Source: an optimization exercise on an open RTL-to-GDS flow (aim: small area and a short achievable clock period). Production flows keep margins and buffers that such runs may drop.
Function was checked by simulation only, so behaviour that the tests miss may differ from the original.
The flow treats the clock pin as an ideal source, which a real chip does not have.
Power is estimated from default activity; no workload was simulated.

==> flow/design.v (outline; a module is shown in full before it is edited, if it fits) <==
// module bin_mult: 3466 lines
module bin_mult #(
  parameter int WIDTH  = 32,
  parameter int STAGES = 4
) (
  input  logic               CLK,
  input  logic               rst_n,
  input  logic [WIDTH-1:0]   A,
  input  logic [WIDTH-1:0]   B,
  output logic [2*WIDTH-1:0] C
);
  // ...
==> flow/flow/run.sh <==
#!/bin/bash
# Own layout flow: the standard synthesis, then a polarity pass over the mapped
# netlist (flow/polarity.py: flips full adders and 2-input gates to remove
# inverters, same registers and same function), then the standard layout steps.
set -uo pipefail
R=orfs/results/sky130hd/bin_mult/base
MARGIN=$(cat flow/margin.txt 2>/dev/null || echo 0)
bash standard.sh synth > log_synth.txt 2>&1 || { tail -20 log_synth.txt; exit 1; }
cp $R/1_2_yosys.v $R/1_2_yosys_standard.v
python3 flow/polarity.py $R/1_2_yosys_standard.v $R/1_2_yosys_polarity.v > log_polarity.txt 2>&1 || { cat log_polarity.txt; exit 1; }
cp $R/1_2_yosys_polarity.v $R/1_2_yosys.v
rm -f $R/1_synth.odb
bash standard.sh finish SETUP_SLACK_MARGIN=$MARGIN > log_layout.txt 2>&1 || { tail -20 log_layout.txt; exit 1; }
==> flow/flow/margin.txt <==
6.5
==> flow/flow/polarity.py <==
#!/usr/bin/env python3
"""Re-choose signal polarities in a mapped sky130hd netlist to remove inverters.

A full adder is self-dual: FA(~a,~b,~c) = (~sum, ~cout). So each fa_1 may be
flipped (fed the complements of its inputs, giving the complements of its
outputs). A 2-input AND/OR-type gate may take complemented inputs and/or give a
complemented output (and2, nand2, nor2, or2 are one function under the four
choices), and an XOR-type gate may give a complemented output (xor2, xnor2).
Half adders are split into an XOR-type and an AND-type gate first. Inverter
chains are collapsed, the choices are made to minimise the area of the gates
and of the inverters still needed, and those inverters are re-created.
Registers, ports and all other cells keep their function and connections.

usage: polarity.py in.v out.v
"""
import re, sys, random
from collections import defaultdict

PFX = 'sky130_fd_sc_hd__'
AREA = {'inv_1': 3.7536, 'and2_1': 6.256, 'nand2_1': 3.7536, 'or2_1': 6.256,
        'nor2_1': 3.7536, 'xor2_1': 8.7584, 'xnor2_1': 8.7584}
OUTPIN = {'and2_1': 'X', 'nand2_1': 'Y', 'or2_1': 'X', 'nor2_1': 'Y',
          'xor2_1': 'X', 'xnor2_1': 'Y'}
# (input flip, output flip) -> cell, for each starting cell
AO = {
    'and2_1':  {(0, 0): 'and2_1', (0, 1): 'nand2_1', (1, 0): 'nor2_1', (1, 1): 'or2_1'},
    'nand2_1': {(0, 0): 'nand2_1', (0, 1): 'and2_1', (1, 0): 'or2_1', (1, 1): 'nor2_1'},
    'or2_1':   {(0, 0): 'or2_1', (0, 1): 'nor2_1', (1, 0): 'nand2_1', (1, 1): 'and2_1'},
    'nor2_1':  {(0, 0): 'nor2_1', (0, 1): 'or2_1', (1, 0): 'and2_1', (1, 1): 'nand2_1'},
    'xor2_1':  {(0, 0): 'xor2_1', (0, 1): 'xnor2_1', (1, 0): 'xor2_1', (1, 1): 'xnor2_1'},
    'xnor2_1': {(0, 0): 'xnor2_1', (0, 1): 'xor2_1', (1, 0): 'xnor2_1', (1, 1): 'xor2_1'},
}
OUTPINS = {'X', 'Y', 'Q', 'Q_N', 'SUM', 'COUT', 'HI', 'LO'}

def short(t): return t[len(PFX):] if t.startswith(PFX) else t

src = open(sys.argv[1]).read()
first = src.find('  ' + PFX)
header = src[:first]
foot = src.rfind('endmodule')
body = src[first:foot]
cell_re = re.compile(r'\s*(\S+)\s+(\S+)\s*\((.*?)\);', re.S)
pin_re = re.compile(r'\.(\w+)\(\s*((?:\\\S+|[^()\s])+(?:\s*\[\d+\])?)\s*\)')
cells = []
for cm in cell_re.finditer(body):
    cells.append([cm.group(1), cm.group(2), [(p, n.strip()) for p, n in pin_re.findall(cm.group(3))]])
assert body.count(PFX) == len(cells), "parse mismatch"
assert 'assign' not in body

ports = set(mm.group(3) for mm in re.finditer(r'^\s*(input|output)\s+(\[\d+:\d+\]\s+)?(\S+);', header, re.M))
def is_port(net): return net.split('[')[0].strip() in ports

# split half adders
split = []
for typ, name, pl in cells:
    if short(typ) == 'ha_1':
        d = dict(pl)
        split.append([PFX + 'xor2_1', name + 'x', [('A', d['A']), ('B', d['B']), ('X', d['SUM'])]])
        split.append([PFX + 'and2_1', name + 'a', [('A', d['A']), ('B', d['B']), ('X', d['COUT'])]])
    else:
        split.append([typ, name, pl])
cells = split

driver = {}
for ci, (typ, name, pl) in enumerate(cells):
    for p, n in pl:
        if p in OUTPINS: driver[n] = ci
transp = set(ci for ci, (typ, name, pl) in enumerate(cells)
             if short(typ) == 'inv_1' and not is_port(dict(pl)['Y']))
memo = {}
def root(net):
    if net in memo: return memo[net]
    ci = driver.get(net)
    if ci is not None and ci in transp:
        r, ph = root(dict(cells[ci][2])['A'])
        res = (r, ph ^ 1)
    else:
        res = (net, 0)
    memo[net] = res
    return res

# variables: FA -> one var (in = out); gates -> in var and out var
nv = 0
invar, outvar = {}, {}
for ci, (typ, name, pl) in enumerate(cells):
    st = short(typ)
    if st == 'fa_1':
        invar[ci] = outvar[ci] = nv; nv += 1
    elif st in AO:
        invar[ci] = nv; outvar[ci] = nv + 1; nv += 2
x = [0] * nv
cons = defaultdict(list)
for ci, (typ, name, pl) in enumerate(cells):
    if ci in transp: continue
    for p, n in pl:
        if p in OUTPINS: continue
        r, ph = root(n)
        cons[r].append((ci, ph))
port_need = defaultdict(set)
for n in list(driver):
    if is_port(n):
        r, ph = root(n)
        if (r, ph) != (n, 0): port_need[r].add(ph)

def xd(r):
    ci = driver.get(r)
    v = outvar.get(ci) if ci is not None else None
    return x[v] if v is not None else 0
def xc(ci):
    v = invar.get(ci)
    return x[v] if v is not None else 0
def need_inv(r):
    d = xd(r)
    for (ci, ph) in cons[r]:
        if ph ^ d ^ xc(ci): return True
    for ph in port_need.get(r, ()):
        if ph ^ d: return True
    return False
def cell_area(ci):
    st = short(cells[ci][0])
    if st not in AO: return 0.0
    return AREA[AO[st][(x[invar[ci]], x[outvar[ci]])]]
roots_of_var = defaultdict(set)
cells_of_var = defaultdict(set)
for ci in invar:
    for p, n in cells[ci][2]:
        if p in OUTPINS: roots_of_var[outvar[ci]].add(n)
        else: roots_of_var[invar[ci]].add(root(n)[0])
    cells_of_var[invar[ci]].add(ci); cells_of_var[outvar[ci]].add(ci)
allroots = set(cons) | set(port_need)
def total():
    return sum(AREA['inv_1'] for r in allroots if need_inv(r)) + sum(cell_area(ci) for ci in invar)
def local_cost(v):
    return sum(AREA['inv_1'] for r in roots_of_var[v] if need_inv(r)) + sum(cell_area(ci) for ci in cells_of_var[v])
def search():
    improved, it = True, 0
    while improved and it < 50:
        improved = False; it += 1
        for v in range(nv):
            c0 = local_cost(v); x[v] ^= 1
            if local_cost(v) < c0 - 1e-9: improved = True
            else: x[v] ^= 1
    return total()

t0 = total()
is_fa = lambda ci: short(cells[ci][0]) == 'fa_1'
adj = defaultdict(list)
for r, lst in cons.items():
    d = driver.get(r)
    if d is None or not is_fa(d): continue
    for (ci, ph) in lst:
        if is_fa(ci):
            adj[outvar[d]].append((invar[ci], ph)); adj[invar[ci]].append((outvar[d], ph))
comp, comps = {}, []
for ci in invar:
    v0 = invar[ci]
    if not is_fa(ci) or v0 in comp: continue
    cid = len(comps); comps.append([v0]); comp[v0] = cid
    stack = [v0]
    while stack:
        u = stack.pop()
        for (w, ph) in adj[u]:
            if w not in comp:
                comp[w] = cid; x[w] = x[u] ^ ph; comps[-1].append(w); stack.append(w)
gate_vars = [v for ci in invar if not is_fa(ci) for v in (invar[ci], outvar[ci])]
def gate_fix():
    for _ in range(3):
        for v in gate_vars:
            c0 = local_cost(v); x[v] ^= 1
            if local_cost(v) >= c0 - 1e-9: x[v] ^= 1
for vs in comps:
    gate_fix(); c0 = total()
    for v in vs: x[v] ^= 1
    gate_fix()
    if total() >= c0 - 1e-9:
        for v in vs: x[v] ^= 1
best = (search(), list(x))
x[:] = best[1]
t1 = total()

# rebuild
newinv, out_cells = {}, []
def phys(r, ph):
    if ph == 0: return r
    if r not in newinv: newinv[r] = f"_pol{len(newinv)}_"
    return newinv[r]
for ci, (typ, name, pl) in enumerate(cells):
    if ci in transp: continue
    st = short(typ)
    npl = []
    for p, n in pl:
        if p in OUTPINS: npl.append((p, n)); continue
        r, ph = root(n)
        npl.append((p, phys(r, ph ^ xd(r) ^ xc(ci))))
    if st in AO:
        nt = AO[st][(x[invar[ci]], x[outvar[ci]])]
        npl = [((OUTPIN[nt] if p in OUTPINS else p), n) for p, n in npl]
        typ = PFX + nt
    out_cells.append((typ, name, npl))
for r, nm in newinv.items():
    out_cells.append((PFX + 'inv_1', nm + 'i', [('A', r), ('Y', nm)]))
lines = [header.rstrip('\n')]
lines += [f"  wire {nm};" for nm in newinv.values()]
for typ, name, pl in out_cells:
    lines.append(f"  {typ} {name} (")
    lines.append(",\n".join(f"    .{p}({n}{' ' if n.startswith(chr(92)) else ''})" for p, n in pl))
    lines.append("  );")
lines.append("endmodule")
open(sys.argv[2], 'w').write("\n".join(lines) + "\n")
sys.stderr.write(f"polarity: {len(comps)} FA groups; inverters {len(transp)} -> {len(newinv)}; "
                 f"flexible-cell area {t0:.0f} -> {t1:.0f} ({t1 - t0:+.0f} um2)\n")
==> flow/standard.sh <==
#!/bin/bash
# synth_recipe.tcl (not shown) runs the flow's synth.tcl, then flattens the netlist and writes it again
# the make line also repeats each setting of config.mk as NAME=value (left out here)
make -C /OpenROAD-flow-scripts/flow DESIGN_CONFIG=/design/flow/config.mk WORK_HOME=/design/flow/orfs CLKGATE_MAP_FILE= SYNTH_SCRIPT=/design/flow/synth_recipe.tcl "${@:-finish}"
==> flow/config.mk <==
export PLATFORM = sky130hd
export DESIGN_NAME = bin_mult
export DESIGN_NICKNAME = bin_mult
export VERILOG_FILES = /design/flow/design.v
export SDC_FILE = /design/flow/constraint.sdc
export NUM_CORES = 4
export LEC_CHECK = 0
export CAP_MARGIN = 20
export CORE_MARGIN = 2
export CORE_UTILIZATION = 40
export SLEW_MARGIN = 20
==> flow/constraint.sdc <==
create_clock -name core_clock -period 9.0 [get_ports {CLK}]
set_input_delay 1.8000 -clock core_clock [delete_from_list [all_inputs] [get_ports {CLK}]]
set_output_delay 1.8000 -clock core_clock [all_outputs]
set_load 0.01 [all_outputs]
==> out/metrics.yaml, run 1 <==
final-nonclk-buf-share_pct: 13.0
crit_end: "C[33]"
fp.dieW_um: 299
gr-usage-met2_pct: 42.8
startpoint: "C[33]"
hold-path-endpoint: "b1_r[43]"
reg.largest.list: "C: 64 flops, b_r: 48 flops"
clockNetworkAreaShare_pct: 4.65
die_h_um: 299
rows: 108
cts_root_buf: "clkbuf_16"
hold_buffers: 0
critPathLaunchType: "flip-flop"
drt-pass1-iter-count: 9
holdWs_ps: 318
clk_pin_slew_ps: 60
fin_total_pwr_mw: 16.4
h-tree-depth: 2
outcome: "complete, no violations"
syn_area_per_cell_sq_um: 11.8
crit_chain: "buf_2"
yosys_warnings: 1
sw_frac_of_total_pct: 41.0
initial_core_util_pct: 40.2
pwr-share-comb_pct: 56.8
sh_seq_area_pct: 26.7
gp_congestion: 0.879
top_power_group: "combinational cells"
cts_buffers: 60
comb_cell_power_mw: 9.29
grt_max_degree: 69
grt_pass1_vias: 27700
nets: 3750
stdcell_count: 4399
==> run 2, diff against run 1 <==
==> flow/flow/margin.txt (replaced) <==
6
==> out/metrics.yaml, run 2 <==
cts_max_path_buffers: 3  # unchanged
rrSetupSlack_ps: 6040  # was 6090 ps
switching_power_mw: 5.98  # was 6.70 mW
cap_violations: 0  # unchanged
clock_latency_ps: 610  # was 650 ps
cp.buffers_inverters: 1  # unchanged
cts_tree: "built"  # unchanged
route.detailed.drc: 0  # unchanged
cp_max_fo: 1  # unchanged
reg.largest.list: "C: 64 flops, b_r: 48 flops"  # unchanged
period_minus_slack_ps: 2970  # was 2990 ps
required_ps: 7200  # about the same
startpoint: "C[32]"  # was C[33]
cts_sinks: 578  # unchanged
synth_fp_nets: 3500  # unchanged
largest_reg_flops: 64  # unchanged
viasPerCell: 5.68  # was 5.92
largest-register: "C"  # unchanged
critPathArrivalTime_ps: 1170  # was 1190 ps
pwr-share-seq_pct: 29.9  # was 27.1%
yosys_warnings: 1  # unchanged
end_kind: "output pin"  # unchanged
nets: 3500  # was 3750
min_path_type: "reg2reg"  # unchanged
die_h_um: 299  # unchanged
tightest_slew_ps: 1020  # was 987 ps
min_from: "b_r[30]"  # was b_r[43]
rsz0062_at_grt: "yes"  # unchanged
fmax_mhz: 337  # was 335 MHz
grt_antenna_before_repair: 3  # was 6
fill_cells: 7911  # was 7168
fin_area_sq_mm: 0.0394  # was 0.0458 sq mm
p_per_area_mw_per_mm2: 376  # was 357 mW/mm^2
cp_slowest_cell: "dfrtp_1"  # unchanged
final_common_cell: "xor2_1"  # unchanged
fp.dieW_um: 299  # unchanged
p_int_mw: 8.82  # was 9.66 mW
io_pins: 130  # unchanged
worst-setup-path-type: "reg2out"  # unchanged
slew_headroom_pct: 31.8  # was 34.2%
drt-pass1-iter-count: 10  # was 9
initial_core_util_pct: 40.2  # unchanged
cp_top_family: "flip-flops"  # unchanged
outcome: "complete, no violations"  # unchanged
fin_worst_skew_ps: 19.0  # was 26.0 ps
gp_congestion: 0.879  # about the same
path_depth: 1  # unchanged
syn_area_per_cell_sq_um: 11.8  # unchanged
hold_buffers: 0  # unchanged
die_area_sq_mm: 0.0893  # unchanged
pwr-share-comb_pct: 51.1  # was 56.8%
io_buffers: 129  # unchanged
ant_nets: 0  # unchanged
crit_end: "C[32]"  # was C[33]
cts_root_buf: "clkbuf_16"  # unchanged
leakagePower_nw: 15.4  # was 17.5 nW
grt_pass1_wl_um: 155000  # was 184000 um
grt_max_degree: 69  # unchanged
r2r_cells: 6  # was 13
h-tree-depth: 3  # was 2
crit_chain: "buf_2"  # unchanged
area_growth_pct: 13.2  # was 31.7%
coreArea_sq_mm: 0.0865  # unchanged
ir_worst_vdd_mv: 0.173  # was 0.202 mV
final_hold_viol_count: 0  # unchanged
clock_power_share_pct: 19.1  # was 16.1%
mostFrequentLayoutCells: "xor2_1 (516), a22oi_1 (496), fa_1 (493), dfxtp_1 (469), xnor2_1 (120)"  # was xor2_1 (460), dfxtp_1 (417), a22oi_1 (373), fa_1 (311), fa_2 (183)
grt-ovfl-total: 0  # unchanged
track_usage_pct: 22.7  # was 27.7%
vias: 23600  # was 26.1k
rr_startpoint: "b1_r[27]"  # was h3_14[0]
dp_hpwl_um: 67300  # was 67800 um
drive_gt1_share_pct: 10.9  # was 32.4%
fin_total_pwr_mw: 14.8  # was 16.4 mW
clk_pin_slew_ps: 60  # about the same
wl_per_cell_um: 24.6  # was 29.2 um
critPathLaunchType: "flip-flop"  # unchanged
critPathMaxStageDelay_ps: 410  # was 390 ps
finalSetupViolations: 0  # unchanged
grt_pass1_vias: 25600  # was 27.7k
synth_cells: 2940  # unchanged
syn_area_sq_mm: 0.0348  # unchanged
drt_iter0_markers: 2165  # was 3069
placed_area_sq_mm: 0.0369  # about the same
tns_ps: 0  # unchanged
r2r_end: "h2_19[1]"  # was C[47]
cts_buffers: 66  # was 60
sw_frac_of_total_pct: 40.4  # was 41.0%
min_period_over_period_pct: 33.0  # was 33.2%
drv_slew: 0  # unchanged
rows: 108  # unchanged
wl_um: 102000  # was 129000 um
==> run 2: per-layer routing <==
metal | vias to the layer above | part of all wire [%] | GRT usage (%)
li1 | 9828 | - | -
met5 | - | 0 | 0
met4 | 0 | 4.3 | 9.92
met2 | 1472 | 46 | 36.3
met3 | 338 | 10 | 5.69
met1 | 11900 | 39 | 29.2
==> run 2: power by group through the flow <==
stage / logic, mW / clock network (mW) / registers (mW)
final: 7.56 / 2.82 / 4.42
after global routing: 8.48 / 2.98 / 4.54
after CTS: 7.45 / 2.88 / 4.43
after detailed placement: 7.47 / 0 / 4.49
after global placement: 7.21 / 0 / 4.47
after floorplan: 4.84 / 0 / 4.26
==> run 2: stage by stage <==
stage | cells | utilization (%) | hold slack [ps] | worst slack [ps]
after floorplan | 2940 | - | 310 | 6140
after global placement | 4012 | 42.7 | 311 | 5450
after detailed placement | 4012 | 42.7 | 312 | 5440
after CTS | 4138 | 45.3 | 322 | 5950
after global routing | 4146 | 45.5 | 322 | 5990
final | 4147 | 45.5 | 320 | 6030
==> run 2: timing repair <==
item                       4_1_cts  5_1_grt
pin swaps                        2        5
gates cloned                     2        1
setup buffers                    5        7
setup endpoints to repair      217       53
gates resized for setup        307       28
==> run 2: area by class of cell <==
cell class,instances,area [sq um],share of cell area (%)
clock buffers,79,1800,4.58
multi-input cells,2056,21900,55.5
well taps,1155,1450,3.67
clock inverters,40,502,1.27
inverters,44,176,0.448
repair buffers,194,1610,4.09
diodes,1,2.50,0.00636
flip-flops and latches,578,12000,30.4
==> run 2: how the worst min path moves through the flow <==
stage,depth (start not counted),end,slack [ps]
floorplan,0,b1_r[18],310
CTS,0,b1_r[30],320
finish,0,b1_r[30],320
global route,0,h3_17[1],320
global placement,0,b1_r[21],310
detailed placement,0,b1_r[47],310
==> run 3, diff against run 2 <==
==> flow/flow/run.sh (replaced) <==
#!/bin/bash
# Own layout flow: the standard synthesis, then a polarity pass over the mapped
# netlist (flow/polarity.py: flips full adders and 2-input gates to remove
# inverters; same registers, same function), then the standard layout steps
# with the make settings listed one per line in flow/extra.txt.
set -uo pipefail
R=orfs/results/sky130hd/bin_mult/base
EXTRA=()
if [[ -f flow/extra.txt ]]; then readarray -t EXTRA < <(grep -v '^\s*$' flow/extra.txt); fi
bash standard.sh synth > log_synth.txt 2>&1 || { tail -20 log_synth.txt; exit 1; }
cp $R/1_2_yosys.v $R/1_2_yosys_standard.v
python3 flow/polarity.py $R/1_2_yosys_standard.v $R/1_2_yosys_polarity.v > log_polarity.txt 2>&1 || { cat log_polarity.txt; exit 1; }
cp $R/1_2_yosys_polarity.v $R/1_2_yosys.v
rm -f $R/1_synth.odb
bash standard.sh finish "${EXTRA[@]}" > log_layout.txt 2>&1 || { tail -20 log_layout.txt; exit 1; }
==> flow/flow/extra.txt (new file) <==
SETUP_SLACK_MARGIN=6.2
--- a/flow/config.mk
+++ b/flow/config.mk
@@ -8,4 +8,6 @@
 export CAP_MARGIN = 20
 export CORE_MARGIN = 2
 export CORE_UTILIZATION = 40
+export CTS_CLUSTER_DIAMETER = 80
+export CTS_CLUSTER_SIZE = 24
 export SLEW_MARGIN = 20
removed: flow/flow/margin.txt
==> out/metrics.yaml, run 3 <==
crit_chain: "buf_2"  # unchanged
min_period_over_period_pct: 33.2  # was 33.0%
p_per_area_mw_per_mm2: 362  # was 376 mW/mm^2
clk_pin_slew_ps: 90  # was 60 ps
syn_area_sq_mm: 0.0348  # unchanged
critPathArrivalTime_ps: 1190  # was 1170 ps
final_hold_viol_count: 0  # unchanged
fmax_mhz: 335  # was 337 MHz
drt-pass1-iter-count: 6  # was 10
wl_um: 106000  # was 102000 um
dp.cells: 4008  # was 4012
drv_slew: 0  # unchanged
cts_root_buf: "clkbuf_16"  # unchanged
cts_buffers: 38  # was 66
cp_top_family: "flip-flops"  # unchanged
io_buffers: 129  # unchanged
viasPerCell: 5.76  # was 5.68
leakagePower_nw: 15.2  # was 15.4 nW
yosys_warnings: 1  # unchanged
hold_buffers: 0  # unchanged
dp_hpwl_um: 67700  # was 67300 um
cts_max_path_buffers: 3  # unchanged
rsz0062_at_grt: "yes"  # unchanged
cap_violations: 0  # unchanged
worst-setup-path-type: "reg2out"  # unchanged
slew_headroom_pct: 28.6  # was 31.8%
cp_slowest_cell: "dfrtp_1"  # unchanged
critPathMaxStageDelay_ps: 430  # was 410 ps
cts_sinks: 578  # unchanged
grt_pass1_wl_um: 160000  # was 155000 um
stdcell_count: 4122  # was 4147
vias: 23800  # was 23.6k
syn_area_per_cell_sq_um: 11.8  # unchanged
synth_cells: 2940  # unchanged
initial_core_util_pct: 40.2  # unchanged
route.detailed.drc: 0  # unchanged
largest_reg_flops: 64  # unchanged
finalSetupViolations: 0  # unchanged
h-tree-depth: 2  # was 3
clock_latency_ps: 610  # about the same
layout_setup_ws_ps: 6010  # was 6030 ps
ir_worst_vdd_mv: 0.180  # was 0.173 mV
tns_ps: 0  # unchanged
period_minus_slack_ps: 2990  # was 2970 ps
drive_gt1_share_pct: 12.2  # was 10.9%
required_ps: 7200  # about the same
tightest_slew_ps: 1070  # was 1020 ps
rows: 108  # unchanged
cts_tree: "built"  # unchanged
coreArea_sq_mm: 0.0865  # unchanged
outcome: "complete, no violations"  # unchanged
gp_congestion: 0.870  # was 0.879
ant_nets: 0  # unchanged
num_antenna_cells: 0  # was 1
wl_per_cell_um: 25.8  # was 24.6 um
min_path_type: "reg2reg"  # unchanged
io_pins: 130  # unchanged
grt-ovfl-total: 0  # unchanged
area_growth_pct: 13.1  # was 13.2%
drt_iter0_markers: 2440  # was 2165
synth_fp_nets: 3500  # unchanged
reg.largest.list: "C: 64 flops, b_r: 48 flops"  # unchanged
die_area_sq_mm: 0.0893  # unchanged
fin_worst_skew_ps: 31.6  # was 19.0 ps
final_common_cell: "xor2_1"  # unchanged
dp_slack_ps: 5410  # was 5440 ps
die_h_um: 299  # unchanged
grt_max_degree: 69  # unchanged
grt_pass1_vias: 25500  # was 25.6k
cp_max_fo: 1  # unchanged
nets: 3501  # was 3500
end_kind: "output pin"  # unchanged
cp.buffers_inverters: 1  # unchanged
critPathLaunchType: "flip-flop"  # unchanged
mostFrequentLayoutCells: "xor2_1 (516), a22oi_1 (496), fa_1 (488), dfxtp_1 (437), xnor2_1 (116)"  # was xor2_1 (516), a22oi_1 (496), fa_1 (493), dfxtp_1 (469), xnor2_1 (120)
fp.dieW_um: 299  # unchanged
track_usage_pct: 23.5  # was 22.7%
largest-register: "C"  # unchanged
grt_antenna_before_repair: 1  # was 3
## run 3: worst paths after layout
kind	slack [ps]	depth (start not counted)	start	to
max	6010	1	C[32]	C[32]
min	320	0	h2_17[1]	h3_17[1]
max reg2reg	6110	12	h3_14[0]	C[31]
min reg2reg	320	0	h2_17[1]	h3_17[1]
max in group asynchronous	6570	3	rst_n	C[31]
min in group asynchronous	1840	3	rst_n	C[61]
## run 3: layout make-up
type	count	area [sq um]
flip-flops and latches	578	12100
fillers	7889	47200
inverters	44	181
clock inverters	21	312
repair buffers	223	2200
clock buffers	45	1020
multi-input cells	2056	22100
well taps	1155	1450
## run 3: metrics by stage
stage               power [mW]  utilization, %  instance area (sq um)  hold slack, ps
floorplan                 9.11               -                  34800             310
global placement          11.7            42.6                  36900             312
detailed placement        12.0            42.7                  36900             312
CTS                       14.0            44.8                  38700             329
global route              15.4            45.5                  39300             333
finish                    14.2            45.5                  39300             321
## run 3: timing repair
action                                  in CTS  in global routing
pin swaps                                    9                 22
endpoints found under the setup margin     276                164
cloned                                       5                  2
resized for setup                          388                 94
setup buffers                               18                 23
## run 3: power by group
group	internal [mW]	switching [mW]	total (mW)	leakage, nW
Clock	0.903	1.01	1.91	0.644
Sequential	3.74	0.725	4.47	5.18
Combinational	3.55	4.30	7.85	9.41
## run 3: routing by layer
layer | GRT usage (%) | up-vias | wire length [um]
met5 | 0 | - | 0
li1 | - | 9829 | -
met4 | 9.81 | 0 | 5040
met1 | 30.5 | 12100 | 41200
met2 | 37.4 | 1488 | 48800
met3 | 5.95 | 353 | 11300
==> run 4, diff against run 3 <==
==> flow/flow/extra.txt (replaced) <==
SETUP_SLACK_MARGIN=6.1
BUFFER_PORTS_ARGS=-buffer_cell sky130_fd_sc_hd__buf_1
==> out/metrics.yaml, run 4 <==
outcome: "complete, no violations"  # unchanged
num_antenna_cells: 0  # unchanged
nets: 3485  # was 3501
rr_startpoint: "h3_14[0]"  # unchanged
post-route-util_pct: 44.4  # was 45.5%
p_per_area_mw_per_mm2: 361  # was 362 mW/mm^2
area_growth_pct: 10.4  # was 13.1%
pwr-share-seq_pct: 32.2  # was 31.4%
die_h_um: 299  # unchanged
critPathLaunchType: "flip-flop"  # unchanged
final_hold_viol_count: 0  # unchanged
cp_slowest_cell: "dfrtp_1"  # unchanged
final_common_cell: "xor2_1"  # unchanged
largest_reg_flops: 64  # unchanged
holdWs_ps: 319  # was 321 ps
mostFrequentLayoutCells: "xor2_1 (516), a22oi_1 (496), fa_1 (492), dfxtp_1 (455), xnor2_1 (117)"  # was xor2_1 (516), a22oi_1 (496), fa_1 (488), dfxtp_1 (437), xnor2_1 (116)
multiInputGateArea_sq_mm: 0.0219  # was 0.0221 sq mm
route.detailed.drc: 0  # unchanged
cts_tree: "built"  # unchanged
fill_cells: 8058  # was 7889
cp_top_family: "flip-flops"  # unchanged
syn_area_sq_mm: 0.0348  # unchanged
clock_power_share_pct: 14.3  # was 13.5%
grt_pass1_wl_um: 152000  # was 160000 um
tightest_slew_ps: 914  # was 1070 ps
initial_core_util_pct: 40.2  # unchanged
critPathMaxStageDelay_ps: 400  # was 430 ps
io_pins: 130  # unchanged
min_period_over_period_pct: 32.7  # was 33.2%
min_from: "h2_20[0]"  # was h2_17[1]
rsz0062_at_grt: "yes"  # unchanged
hold_buffers: 0  # unchanged
drt_iter0_markers: 2209  # was 2440
fin_area_sq_mm: 0.0384  # was 0.0393 sq mm
dp_hpwl_um: 64900  # was 67700 um
p_int_mw: 8.04  # was 8.19 mW
vias: 22900  # was 23.8k
cts_max_path_buffers: 3  # unchanged
io_buffers: 129  # unchanged
cts_sinks: 578  # unchanged
end_kind: "output pin"  # unchanged
die_area_sq_mm: 0.0893  # unchanged
cp_max_fo: 1  # unchanged
drt-pass1-iter-count: 6  # unchanged
wl_um: 100000  # was 106000 um
use_met3_pct: 5.70  # was 5.95%
cap_violations: 0  # unchanged
viasPerCell: 5.57  # was 5.76
largest-register: "C"  # unchanged
gp_congestion: 0.875  # was 0.870
gr-usage-met2_pct: 35.2  # was 37.4%
tns_ps: 0  # unchanged
fp.dieW_um: 299  # unchanged
yosys_warnings: 1  # unchanged
ant_nets: 0  # unchanged
drv_slew: 0  # unchanged
worst-setup-path-type: "reg2out"  # unchanged
critPathArrivalTime_ps: 1150  # was 1190 ps
clk_pin_slew_ps: 90  # about the same
layout.area.seq_sq_mm: 0.0120  # was 0.0121 sq mm
pwr-share-comb_pct: 53.5  # was 55.2%
period_minus_slack_ps: 2950  # was 2990 ps
finalSetupViolations: 0  # unchanged
synth_fp_nets: 3500  # unchanged
reg.largest.list: "C: 64 flops, b_r: 48 flops"  # unchanged
grt_antenna_before_repair: 3  # was 1
fmax_mhz: 339  # was 335 MHz
grt-busiest-layer: "met2"  # unchanged
leakagePower_nw: 14.9  # was 15.2 nW
drive_gt1_share_pct: 10.4  # was 12.2%
wl_per_cell_um: 24.3  # was 25.8 um
fin_worst_skew_ps: 37.9  # was 31.6 ps
use_met1_pct: 30.0  # was 30.5%
placed_area_sq_mm: 0.0361  # was 0.0369 sq mm
ir_worst_vdd_mv: 0.160  # was 0.180 mV
cts_buffers: 40  # was 38
grt_pass1_vias: 24000  # was 25.5k
syn_area_per_cell_sq_um: 11.8  # unchanged
switching_power_mw: 5.82  # was 6.04 mW
grt-ovfl-total: 0  # unchanged
synth_cells: 2940  # unchanged
cts_root_buf: "clkbuf_16"  # unchanged
min_path_type: "reg2reg"  # unchanged
cp.buffers_inverters: 1  # unchanged
clock_latency_ps: 610  # about the same
h-tree-depth: 2  # unchanged
rows: 108  # unchanged
dp.cells: 4012  # was 4008
sw_frac_of_total_pct: 42.0  # was 42.4%
crit_chain: "buf_2"  # unchanged
startpoint: "C[29]"  # was C[32]
grt_max_degree: 69  # unchanged
slew_headroom_pct: 39.1  # was 28.6%
track_usage_pct: 22.3  # was 23.5%
stdcell_count: 4106  # was 4122
required_ps: 7200  # about the same
coreArea_sq_mm: 0.0865  # unchanged
-- run 4: layout make-up --
| class | instances | share of cell area (%) |
|---|---|---|
| repair buffers | 205 | 3.77 |
| multi-input cells | 2056 | 57.0 |
| clock inverters | 21 | 0.861 |
| well taps | 1155 | 3.77 |
| flip-flops and latches | 578 | 31.4 |
| inverters | 44 | 0.460 |
| clock buffers | 47 | 2.81 |
-- run 4: path summary, 6_finish.rpt --
kind / to / slack, ps / cells after the start
setup reg to reg: C[55] / 6160 / 11
max in group asynchronous: C[15] / 6900 / 3
hold reg to reg: h3_20[0] / 320 / 0
setup / recovery: C[29] / 6050 / 1
min in group asynchronous: C[56] / 1500 / 3
hold / removal: h3_20[0] / 320 / 0
-- run 4: metal layers --
layer	wire length, um	share of wire [%]	up-vias
met1	40600	41	11600
met2	45500	45	1254
met3	10100	10	256
met4	3740	3.7	2
li1	-	-	9783
met5	13	0.013	-
-- run 4: power by group through the flow --
| stage | Combinational, mW | Clock [mW] | Sequential, mW |
|---|---|---|---|
| after global routing | 8.39 | 2.14 | 4.57 |
| after global placement | 7.04 | 0 | 4.50 |
| after detailed placement | 7.20 | 0 | 4.52 |
| final | 7.41 | 1.99 | 4.46 |
| after CTS | 7.32 | 2.05 | 4.46 |
| after floorplan | 4.84 | 0 | 4.26 |
-- run 4: timing repair --
action | CTS | global route
pin swaps | 5 | 5
setup buffers | 9 | 13
setup endpoints to repair | 263 | 139
resized for setup | 115 | 82
gates cloned | 3 | 1
hold endpoints to repair | 0 | 0
-- run 4: per-stage QoR --
step | power, mW | worst slack [ps]
floorplan | 9.11 | 6140
global placement | 11.5 | 5440
detailed placement | 11.7 | 5430
CTS | 13.8 | 5990
global route | 15.1 | 5990
finish | 13.9 | 6050
==> run 5, diff against run 4 <==
==> flow/flow/extra.txt (replaced) <==
SETUP_SLACK_MARGIN=6.2
BUFFER_PORTS_ARGS=-buffer_cell sky130_fd_sc_hd__buf_1
--- a/flow/config.mk
+++ b/flow/config.mk
@@ -7,7 +7,6 @@
 export LEC_CHECK = 0
 export CAP_MARGIN = 20
 export CORE_MARGIN = 2
-export CORE_UTILIZATION = 40
-export CTS_CLUSTER_DIAMETER = 80
-export CTS_CLUSTER_SIZE = 24
+export CORE_UTILIZATION = 60
+export PLACE_DENSITY = 0.7
 export SLEW_MARGIN = 20
==> out/metrics.yaml, run 5 <==
holdWs_ps: 315  # was 319 ps
min_period_over_period_pct: 32.6  # was 32.7%
critPathArrivalTime_ps: 1130  # was 1150 ps
fmax_mhz: 341  # was 339 MHz
reg.largest.list: "C: 64 flops, b_r: 48 flops"  # unchanged
p_int_mw: 8.82  # was 8.04 mW
clk_pin_slew_ps: 60  # was 90 ps
ant_nets: 0  # unchanged
cp_max_fo: 1  # unchanged
post-route-util_pct: 68.1  # was 44.4%
coreArea_sq_mm: 0.0575  # was 0.0865 sq mm
io_buffers: 129  # unchanged
grt_max_degree: 69  # unchanged
gp_congestion: 0.863  # was 0.875
leakagePower_nw: 15.4  # was 14.9 nW
wl_um: 99200  # was 100000 um
fin_worst_skew_ps: 22.7  # was 37.9 ps
ir_worst_vdd_mv: 0.242  # was 0.160 mV
r2r_cells: 11  # unchanged
syn_area_per_cell_sq_um: 11.8  # unchanged
cts_sinks: 578  # unchanged
required_ps: 7200  # about the same
fp.dieW_um: 245  # was 299 um
wl_per_cell_um: 26.2  # was 24.3 um
die_area_sq_mm: 0.0599  # was 0.0893 sq mm
final_hold_viol_count: 0  # unchanged
synth_fp_nets: 3500  # unchanged
cts_tree: "built"  # unchanged
drive_gt1_share_pct: 13.5  # was 10.4%
grt_antenna_before_repair: 3  # unchanged
rsz0062_at_grt: "yes"  # unchanged
grt_pass1_wl_um: 152000  # about the same
largest_reg_flops: 64  # unchanged
critPathLaunchType: "flip-flop"  # unchanged
sw_frac_of_total_pct: 40.2  # was 42.0%
critPathMaxStageDelay_ps: 380  # was 400 ps
cts_max_path_buffers: 3  # unchanged
mostFrequentLayoutCells: "xor2_1 (513), a22oi_1 (496), fa_1 (488), dfxtp_1 (435), xnor2_1 (116)"  # was xor2_1 (516), a22oi_1 (496), fa_1 (492), dfxtp_1 (455), xnor2_1 (117)
route.detailed.drc: 0  # unchanged
clock_power_share_pct: 17.7  # was 14.3%
area_growth_pct: 12.6  # was 10.4%
tns_ps: 0  # unchanged
syn_area_sq_mm: 0.0348  # unchanged
synth_cells: 2940  # unchanged
tightest_slew_ps: 910  # was 914 ps
vias: 24100  # was 22.9k
startpoint: "C[23]"  # was C[29]
drt-pass1-iter-count: 9  # was 6
p_per_area_mw_per_mm2: 377  # was 361 mW/mm^2
drt_iter0_markers: 2780  # was 2209
cp.buffers_inverters: 1  # unchanged
track_usage_pct: 33.2  # was 22.3%
slew_headroom_pct: 39.3  # was 39.1%
hold_buffers: 0  # unchanged
largest-register: "C"  # unchanged
nets: 3526  # was 3485
yosys_warnings: 1  # unchanged
min_path_type: "reg2reg"  # unchanged
rr_startpoint: "h3_14[0]"  # unchanged
h-tree-depth: 2  # unchanged
cp_slowest_cell: "dfrtp_1"  # unchanged
cap_violations: 0  # unchanged
cts_buffers: 59  # was 40
finalSetupViolations: 0  # unchanged
crit_chain: "clkbuf_2"  # was buf_2
grt-ovfl-total: 0  # unchanged
rows: 88  # was 108
outcome: "complete, no violations"  # unchanged
dp_hpwl_um: 62200  # was 64900 um
die_h_um: 245  # was 299 um
switching_power_mw: 5.94  # was 5.82 mW
pwr-share-seq_pct: 30.1  # was 32.2%
viasPerCell: 6.38  # was 5.57
cts_root_buf: "clkbuf_16"  # unchanged
clock_latency_ps: 640  # was 610 ps
cp_top_family: "flip-flops"  # unchanged
io_pins: 130  # unchanged
drv_slew: 0  # unchanged
fin_total_pwr_mw: 14.8  # was 13.9 mW
pwr-share-comb_pct: 52.2  # was 53.5%
initial_core_util_pct: 60.5  # was 40.2%
grt_pass1_vias: 26200  # was 24.0k
worst-setup-path-type: "reg2out"  # unchanged
period_minus_slack_ps: 2930  # was 2950 ps
min_from: "h2_21[0]"  # was h2_20[0]
rrSetupSlack_ps: 6150  # was 6160 ps
final_common_cell: "xor2_1"  # unchanged
end_kind: "output pin"  # unchanged
path_depth: 1  # unchanged
crit_end: "C[23]"  # was C[29]
r2r_end: "C[49]"  # was C[55]
[run 5: changes by cell type in the layout (fill, tap and decap cells not counted), moves of 6 or more]
cell | before | now
buf_2 | 6 | 0
bufinv_16 | 1 | 10
clkbuf_2 | 35 | 57
dfxtp_4 | 21 | 28
dfxtp_1 | 455 | 435
clkbuf_16 | 43 | 61
clkinv_2 | 0 | 13
dfxtp_2 | 34 | 47
clkbuf_8 | 1 | 10
[run 5: through the flow]
step | cells | cell area (sq um) | worst slack [ps]
global route | 3780 | 39200 | 6030
global placement | 3614 | 35600 | 5260
finish | 3780 | 39200 | 6070
detailed placement | 3614 | 35600 | 5210
floorplan | 2940 | 34800 | 6200
CTS | 3750 | 38500 | 6030
[run 5: worst min path at each step]
| stage | endpoint | slack [ps] | cells past startpoint |
|---|---|---|---|
| global placement | b1_r[24] | 310 | 0 |
| CTS | h3_6 | 320 | 0 |
| global route | b1_r[34] | 330 | 0 |
| detailed placement | b1_r[34] | 310 | 0 |
| finish | h3_21[0] | 310 | 0 |
| floorplan | b1_r[18] | 310 | 0 |
[run 5: what timing repair did]
| action | in CTS | in global routing |
|---|---|---|
| pin swaps | 14 | 27 |
| resized for setup | 127 | 135 |
| setup buffers | 21 | 27 |
| gates cloned | 6 | 2 |
| hold endpoints to repair | 0 | 0 |
| endpoints found under the setup margin | 268 | 145 |
[run 5: layer usage]
| metal | vias to the layer above | global-route usage [%] | part of all wire (%) | wire, um |
|---|---|---|---|---|
| met4 | 4 | 17.6 | 5.5 | 5500 |
| met5 | - | 0 | 0.028 | 28 |
| li1 | 9898 | - | - | - |
| met1 | 12200 | 41.5 | 36 | 36200 |
| met2 | 1638 | 53.7 | 47 | 46600 |
| met3 | 400 | 8.03 | 11 | 10900 |
[run 5: layout make-up]
type | count | area (sq um)
multi-input combinational | 2056 | 22100
fill | 4212 | 18300
sequential | 578 | 12100
timing repair buffer | 227 | 1780
clock buffer | 77 | 1640
tap | 765 | 957
clock inverter | 32 | 448
inverter | 44 | 179
antenna | 1 | 2.50
[run 5: power groups by stage]
| stage | combinational (mW) | clock [mW] | sequential, mW |
|---|---|---|---|
| 3_5_place_dp | 7.09 | 0 | 4.48 |
| 4_1_cts | 7.43 | 2.65 | 4.44 |
| 5_1_grt | 8.61 | 2.76 | 4.55 |
| 2_1_floorplan | 4.84 | 0 | 4.26 |
| 6_report | 7.70 | 2.62 | 4.45 |
| 3_3_place_gp | 6.84 | 0 | 4.44 |
==> run 6, diff against run 5 <==
==> flow/flow/run.sh (replaced) <==
#!/bin/bash
# Own layout flow: the standard synthesis, then a polarity pass over the mapped
# netlist (flow/polarity.py: flips full adders and 2-input gates to remove
# inverters; same registers, same function), then the standard layout steps
# with the make settings listed one per line in flow/extra.txt, and a hook
# after CTS (flow/post_cts.tcl) that lets the clock port drive the first level
# of the clock tree directly.
set -uo pipefail
R=orfs/results/sky130hd/bin_mult/base
EXTRA=()
if [[ -f flow/extra.txt ]]; then readarray -t EXTRA < <(grep -v '^\s*$' flow/extra.txt); fi
bash standard.sh synth > log_synth.txt 2>&1 || { tail -20 log_synth.txt; exit 1; }
cp $R/1_2_yosys.v $R/1_2_yosys_standard.v
python3 flow/polarity.py $R/1_2_yosys_standard.v $R/1_2_yosys_polarity.v > log_polarity.txt 2>&1 || { cat log_polarity.txt; exit 1; }
cp $R/1_2_yosys_polarity.v $R/1_2_yosys.v
rm -f $R/1_synth.odb
bash standard.sh finish "POST_CTS_TCL=$PWD/flow/post_cts.tcl" "${EXTRA[@]}" > log_layout.txt 2>&1 || { tail -20 log_layout.txt; exit 1; }
==> flow/flow/extra.txt (replaced) <==
SETUP_SLACK_MARGIN=6.3
BUFFER_PORTS_ARGS=-buffer_cell sky130_fd_sc_hd__buf_1
==> flow/flow/post_cts.tcl (new file) <==
set block [ord::get_db_block]
set root [$block findInst clkbuf_0_CLK]
if {$root != "NULL"} {
  set clk_net [[$root findITerm A] getNet]
  set out_net [[$root findITerm X] getNet]
  set loads {}
  foreach it [$out_net getITerms] {
    if {[$it getInst] != $root} { lappend loads $it }
  }
  if {[llength $loads] <= 4 && [llength [$out_net getBTerms]] == 0} {
    foreach it $loads {
      $it disconnect
      $it connect $clk_net
    }
    odb::dbInst_destroy $root
    odb::dbNet_destroy $out_net
    puts "post_cts: removed root clock buffer, port drives [llength $loads] buffers"
    estimate_parasitics -placement
    repair_timing_helper
    detailed_placement
    check_placement -verbose
  } else {
    puts "post_cts: root buffer has [llength $loads] loads, kept"
  }
}
--- a/flow/config.mk
+++ b/flow/config.mk
@@ -7,6 +7,8 @@
 export LEC_CHECK = 0
 export CAP_MARGIN = 20
 export CORE_MARGIN = 2
-export CORE_UTILIZATION = 60
-export PLACE_DENSITY = 0.7
+export CORE_UTILIZATION = 55
+export CTS_CLUSTER_DIAMETER = 80
+export CTS_CLUSTER_SIZE = 24
+export PLACE_DENSITY = 0.68
 export SLEW_MARGIN = 20
==> out/metrics.yaml, run 6 <==
min_path_cells: 0  # unchanged
fp.dieW_um: 255  # was 245 um
grt_max_degree: 69  # unchanged
rows: 92  # was 88
sw_frac_of_total_pct: 41.9  # was 40.2%
fin_total_pwr_mw: 13.9  # was 14.8 mW
slew_headroom_pct: 40.2  # was 39.3%
finalSetupViolations: 0  # unchanged
p_int_mw: 8.10  # was 8.82 mW
gp_congestion: 0.861  # was 0.863
holdWs_ps: 316  # was 315 ps
synth_cells: 2940  # unchanged
drt-pass1-iter-count: 7  # was 9
period_minus_slack_ps: 2780  # was 2930 ps
fin_worst_skew_ps: 26.1  # was 22.7 ps
yosys_warnings: 1  # unchanged
pwr-share-comb_pct: 56.3  # was 52.2%
nets: 3517  # was 3526
tns_ps: 0  # unchanged
coreArea_sq_mm: 0.0627  # was 0.0575 sq mm
ir_worst_vdd_mv: 0.193  # was 0.242 mV
r2r_cells: 11  # unchanged
route.detailed.drc: 0  # unchanged
cp_max_fo: 5  # was 1
min_period_over_period_pct: 30.9  # was 32.6%
syn_area_sq_mm: 0.0348  # unchanged
rsz0062_at_grt: "yes"  # unchanged
switching_power_mw: 5.84  # was 5.94 mW
synth_fp_nets: 3500  # unchanged
end_kind: "flip-flop"  # was output pin
pwr-share-seq_pct: 31.7  # was 30.1%
final_common_cell: "xor2_1"  # unchanged
worst-setup-path-type: "reg2reg"  # was reg2out
drive_gt1_share_pct: 13.7  # was 13.5%
p_per_area_mw_per_mm2: 360  # was 377 mW/mm^2
ant_nets: 0  # unchanged
critPathLaunchType: "flip-flop"  # unchanged
io_buffers: 129  # unchanged
cts_sinks: 578  # unchanged
cp.buffers_inverters: 2  # was 1
clk_pin_slew_ps: 100  # was 60 ps
outcome: "complete, no violations"  # unchanged
min_path_type: "reg2reg"  # unchanged
cp_top_family: "simple AND/OR/NAND/NOR gates"  # was flip-flops
largest-register: "C"  # unchanged
track_usage_pct: 29.8  # was 33.2%
grt_antenna_before_repair: 2  # was 3
drv_slew: 0  # unchanged
cts_tree: "built"  # unchanged
grt-ovfl-total: 0  # unchanged
viasPerCell: 6.22  # was 6.38
grt_pass1_wl_um: 150000  # was 152000 um
largest_reg_flops: 64  # unchanged
critPathArrivalTime_ps: 3100  # was 1130 ps
area_growth_pct: 11.4  # was 12.6%
wl_per_cell_um: 25.8  # was 26.2 um
required_ps: 9320  # was 7200 ps
cap_violations: 0  # unchanged
syn_area_per_cell_sq_um: 11.8  # unchanged
drt_iter0_markers: 3033  # was 2780
tightest_slew_ps: 897  # was 910 ps
clock_latency_ps: 390  # was 640 ps
fmax_mhz: 360  # was 341 MHz
fill_cells: 4911  # was 4212
io_pins: 130  # unchanged
final_hold_viol_count: 0  # unchanged
critPathMaxStageDelay_ps: 470  # was 380 ps
clock_power_share_pct: 11.9  # was 17.7%
dp_hpwl_um: 61700  # was 62200 um
grt_pass1_vias: 25600  # was 26.2k
crit_top_cell: "nor2_1"
die_area_sq_mm: 0.0653  # was 0.0599 sq mm
die_h_um: 255  # was 245 um
initial_core_util_pct: 55.4  # was 60.5%
wl_um: 98600  # was 99200 um
crit_chain: "nor2_1 -> nor2_1 -> nand3_1 -> nand2_1 -> a221o_2 -> buf_4 -> a21oi_4 -> buf_12 -> a211oi_4 -> or4_1 -> a21oi_1"  # was clkbuf_2
reg.largest.list: "C: 64 flops, b_r: 48 flops"  # unchanged
cp_slowest_cell: "nor2_1"  # was dfrtp_1
path_depth: 11  # was 1
leakagePower_nw: 15.1  # was 15.4 nW
vias: 23800  # was 24.1k
mostFrequentLayoutCells: "xor2_1 (506), a22oi_1 (493), fa_1 (483), dfxtp_1 (421), xnor2_1 (113)"  # was xor2_1 (513), a22oi_1 (496), fa_1 (488), dfxtp_1 (435), xnor2_1 (116)
## run 6: final cells by class
| class | count | area (sq um) | area share, % |
|---|---|---|---|
| clock inverters | 13 | 183 | 0.472 |
| inverters | 44 | 186 | 0.481 |
| clock buffers | 45 | 912 | 2.35 |
| diodes | 1 | 2.50 | 0.00646 |
| repair buffers | 243 | 2000 | 5.17 |
| well taps | 846 | 1060 | 2.73 |
| flip-flops and latches | 578 | 12100 | 31.3 |
| multi-input cells | 2056 | 22300 | 57.5 |
## run 6: power by group through the flow
stage	Sequential (mW)	Combinational [mW]	Clock, mW
finish	4.43	7.85	1.67
global route	4.54	8.70	1.79
detailed placement	4.46	7.08	0
global placement	4.42	6.87	0
floorplan	4.26	4.85	0
## run 6: worst register-to-register path, delay by kind of cell (launching register included)
family / cells / cell delay, ps
AO/OA/AOI/OAI: 4 / 820
AND/OR/NAND/NOR: 5 / 1230
buffers and inverters: 2 / 340
flip-flops: 1 / 340
## run 6: worst paths after layout
check | startpoint | to | slack (ps)
worst max-delay path | h3_29[0] | C[55] | 6220
worst min-delay path | h2_23[3] | h3_23[0] | 320
worst max register to register | h3_29[0] | C[55] | 6220
worst min register to register | h2_23[3] | h3_23[0] | 320
max in group asynchronous | rst_n | C[4] | 6730
min in group asynchronous | rst_n | C[55] | 1690
## run 6: metrics by stage
stage | instances | worst slack [ps] | instance area (sq um) | utilization (%)
after floorplan | 2940 | 6300 | 34800 | -
after global placement | 3698 | 5230 | 35700 | 56.9
after detailed placement | 3698 | 5250 | 35700 | 56.9
after global routing | 3825 | 6080 | 38700 | 61.7
final | 3826 | 6220 | 38700 | 61.7
## run 6: routing by layer
metal / up-vias / GRT usage [%] / routed length (um)
li1: 9841 / - / -
met1: 11900 / 37.8 / 36700
met2: 1617 / 47.9 / 45400
met3: 395 / 7.40 / 10800
met4: 4 / 14.1 / 5630
met5: - / 0.658 / 65
==> run 7, diff against run 6 <==
==> flow/flow/extra.txt (replaced) <==
SETUP_SLACK_MARGIN=6.2
BUFFER_PORTS_ARGS=-buffer_cell sky130_fd_sc_hd__buf_1
--- a/flow/config.mk
+++ b/flow/config.mk
@@ -7,8 +7,8 @@
 export LEC_CHECK = 0
 export CAP_MARGIN = 20
 export CORE_MARGIN = 2
-export CORE_UTILIZATION = 55
+export CORE_UTILIZATION = 60
 export CTS_CLUSTER_DIAMETER = 80
 export CTS_CLUSTER_SIZE = 24
-export PLACE_DENSITY = 0.68
+export PLACE_DENSITY = 0.7
 export SLEW_MARGIN = 20
==> out/metrics.yaml, run 7 <==
rows: 88  # was 92
tightest_slew_ps: 895  # was 897 ps
wl_um: 96900  # was 98600 um
grt_antenna_before_repair: 2  # unchanged
grt-ovfl-total: 0  # unchanged
fp.dieW_um: 245  # was 255 um
drt-pass1-iter-count: 7  # unchanged
met3_length_um: 10400  # was 10800 um
crit_top_cell: "fa_1"  # was nor2_1
critPathMaxStageDelay_ps: 530  # was 470 ps
viasPerCell: 6.37  # was 6.22
outcome: "complete, no violations"  # unchanged
fin_worst_skew_ps: 38.6  # was 26.1 ps
yosys_warnings: 1  # unchanged
crit_chain: "buf_12 -> inv_1 -> fa_1 -> fa_1 -> fa_1 -> fa_2 -> fa_1"  # was nor2_1 -> nor2_1 -> nand3_1 -> nand2_1 -> a221o_2 -> buf_4 -> a21oi_4 -> buf_12 -> a211oi_4 -> or4_1 -> a21oi_1
fill_cells: 4318  # was 4911
grt_pass1_wl_um: 150000  # about the same
p_per_area_mw_per_mm2: 363  # was 360 mW/mm^2
track_usage_pct: 32.8  # was 29.8%
cts_tree: "built"  # unchanged
synth_cells: 2940  # unchanged
area_growth_pct: 9.62  # was 11.4%
largest_reg_flops: 64  # unchanged
cap_violations: 0  # unchanged
drt_iter0_markers: 2553  # was 3033
drive_gt1_share_pct: 10.3  # was 13.7%
critPathLaunchType: "flip-flop"  # unchanged
min_path_type: "reg2reg"  # unchanged
placed_area_sq_mm: 0.0356  # was 0.0357 sq mm
startpoint: "b1_r[39]"  # was h3_29[0]
end_kind: "flip-flop"  # unchanged
die_h_um: 245  # was 255 um
fmax_mhz: 356  # was 360 MHz
rr_startpoint: "b1_r[39]"  # was h3_29[0]
worst-setup-path-type: "reg2reg"  # unchanged
grt_pass1_vias: 25800  # was 25.6k
met2WireLength_um: 45600  # was 45400 um
period_minus_slack_ps: 2810  # was 2780 ps
rrSetupSlack_ps: 6190  # was 6220 ps
io_pins: 130  # unchanged
io_buffers: 129  # unchanged
wl_per_cell_um: 26.0  # was 25.8 um
r2r_cells: 7  # was 11
cp_slowest_cell: "fa_1"  # was nor2_1
mostFrequentLayoutCells: "xor2_1 (508), a22oi_1 (496), fa_1 (489), dfxtp_1 (437), buf_1 (124)"  # was xor2_1 (506), a22oi_1 (493), fa_1 (483), dfxtp_1 (421), xnor2_1 (113)
syn_area_sq_mm: 0.0348  # unchanged
cp_max_fo: 2  # was 5
drv_slew: 0  # unchanged
clock_latency_ps: 400  # was 390 ps
gp_congestion: 0.863  # was 0.861
coreArea_sq_mm: 0.0575  # was 0.0627 sq mm
initial_core_util_pct: 60.5  # was 55.4%
min_period_over_period_pct: 31.2  # was 30.9%
r2r_end: "h2_28[2]"  # was C[55]
largest-register: "C"  # unchanged
finalSetupViolations: 0  # unchanged
vias: 23700  # was 23.8k
required_ps: 9270  # was 9320 ps
synth_fp_nets: 3500  # unchanged
crit_end: "h2_28[2]"  # was C[55]
ir_worst_vdd_mv: 0.240  # was 0.193 mV
leakagePower_nw: 14.8  # was 15.1 nW
rsz0062_at_grt: "yes"  # unchanged
met1_length_um: 35700  # was 36700 um
nets: 3497  # was 3517
dp_hpwl_um: 62200  # was 61700 um
routed.top_layer: "met5"  # unchanged
final_hold_viol_count: 0  # unchanged
fin_area_sq_mm: 0.0381  # was 0.0387 sq mm
grt_max_degree: 69  # unchanged
syn_area_per_cell_sq_um: 11.8  # unchanged
final_common_cell: "xor2_1"  # unchanged
clk_pin_slew_ps: 90  # was 100 ps
reg.largest.list: "C: 64 flops, b_r: 48 flops"  # unchanged
slew_headroom_pct: 40.3  # was 40.2%
ant_nets: 0  # unchanged
critPathArrivalTime_ps: 3080  # was 3100 ps
route.detailed.drc: 0  # unchanged
cts_sinks: 578  # unchanged
die_area_sq_mm: 0.0599  # was 0.0653 sq mm
tns_ps: 0  # unchanged
num_antenna_cells: 0  # was 1
==> run 7: changes by cell type in the layout (fill, tap and decap cells not counted), moves of 14 or more <==
cell | previous run | this run
buf_1 | 78 | 124
clkbuf_2 | 44 | 0
buf_6 | 38 | 12
dfxtp_4 | 42 | 27
dfxtp_1 | 421 | 437
buf_4 | 53 | 67
==> run 7: stage by stage <==
step / total power [mW] / hold slack [ps] / setup slack, ps / cells / utilization [%]
2_1_floorplan: 9.11 / 310 / 6200 / 2940 / -
3_3_place_gp: 11.3 / 311 / 5260 / 3614 / 61.9
3_5_place_dp: 11.6 / 312 / 5210 / 3614 / 61.9
5_1_grt: 15.0 / 327 / 6080 / 3727 / 66.3
6_report: 13.8 / 326 / 6190 / 3727 / 66.3
==> run 7: critical path, delay by kind of cell (launching register included) <==
| family | cells | cell delay, ps |
|---|---|---|
| flops | 1 | 370 |
| buf+inv | 2 | 150 |
| fa+ha+maj | 5 | 2170 |
==> run 7: layout make-up <==
class / count / area [sq um] / share of cell area [%]
Timing Repair Buffer: 223 / 1590 / 4.18
Multi-Input combinational cell: 2056 / 22100 / 58.0
Clock buffer: 45 / 943 / 2.47
Sequential cell: 578 / 12100 / 31.7
Clock inverter: 16 / 251 / 0.660
Tap cell: 765 / 957 / 2.51
Inverter: 44 / 179 / 0.469
==> run 7: worst min path at each step <==
stage | startpoint | end | cells past startpoint
after floorplan | b_r[18] | b1_r[18] | 0
after global placement | b_r[24] | b1_r[24] | 0
after detailed placement | b_r[34] | b1_r[34] | 0
after global routing | h1_2 | h2_2 | 0
final | h1_2 | h2_2 | 0
==> run 7: where the power goes <==
group	switching [mW]	internal (mW)
combinational	4.18	3.46
clock	0.901	0.843
sequential	0.703	3.74
==> run 7: routing by layer <==
layer	up-vias	track usage (%)
li1	9789	-
met1	12000	41.7
met2	1597	53.9
met3	372	7.14
met4	2	15.4
met5	-	0

==> static timing again, ports no longer ideal <==
No port has a modelled driver above. Below, the same layouts with a new extraction and two added sets of constraints. Step 1 (the two cells are an assumption about what drives the block):
set clk [get_ports {CLK}]
set_driving_cell -lib_cell sky130_fd_sc_hd__clkbuf_16 $clk
set_driving_cell -lib_cell sky130_fd_sc_hd__buf_2 [delete_from_list [all_inputs] $clk]
Step 2 adds t to the input delays and takes it off the output delays; t is the mean of the earliest and latest rising clock arrival at the registers after step 1. Input paths then give back, and output paths get back, about the clock's delay inside the block. Slacks: ideal ports / drivers / drivers and shift; pairs: ideal ports / drivers.
run | t, ns | setup WS [ns] | clock arrival spread, ns | worst register clock-pin slew, ns | worst data-port slew with drivers (ns)
run 1 | 0.702 | 6.011 / 5.946 / 6.022 | 0.028 / 0.027 | 0.07 / 0.07 | 0.06
run 2 | 0.667 | 6.032 / 5.968 / 5.958 | 0.020 / 0.020 | 0.07 / 0.07 | 0.05
run 3 | 0.656 | 6.013 / 5.952 / 5.955 | 0.032 / 0.032 | 0.10 / 0.10 | 0.06
run 4 | 0.642 | 6.053 / 5.994 / 6.156 | 0.048 / 0.048 | 0.10 / 0.10 | 0.05
run 5 | 0.690 | 6.066 / 6.004 / 6.151 | 0.024 / 0.023 | 0.07 / 0.07 | 0.14
run 6 | 0.506 | 6.221 / 6.098 / 6.221 | 0.027 / 0.027 | 0.10 / 0.10 | 0.11
run 7 | 0.512 | 6.189 / 6.165 / 6.190 | 0.038 / 0.039 | 0.09 / 0.09 | 0.15
After both steps every run listed still meets setup and hold. The setup slack of run 2, which loses most, moves by -0.064 ns with the drivers and by -0.074 ns with both steps. Setup slack includes reset recovery checks.
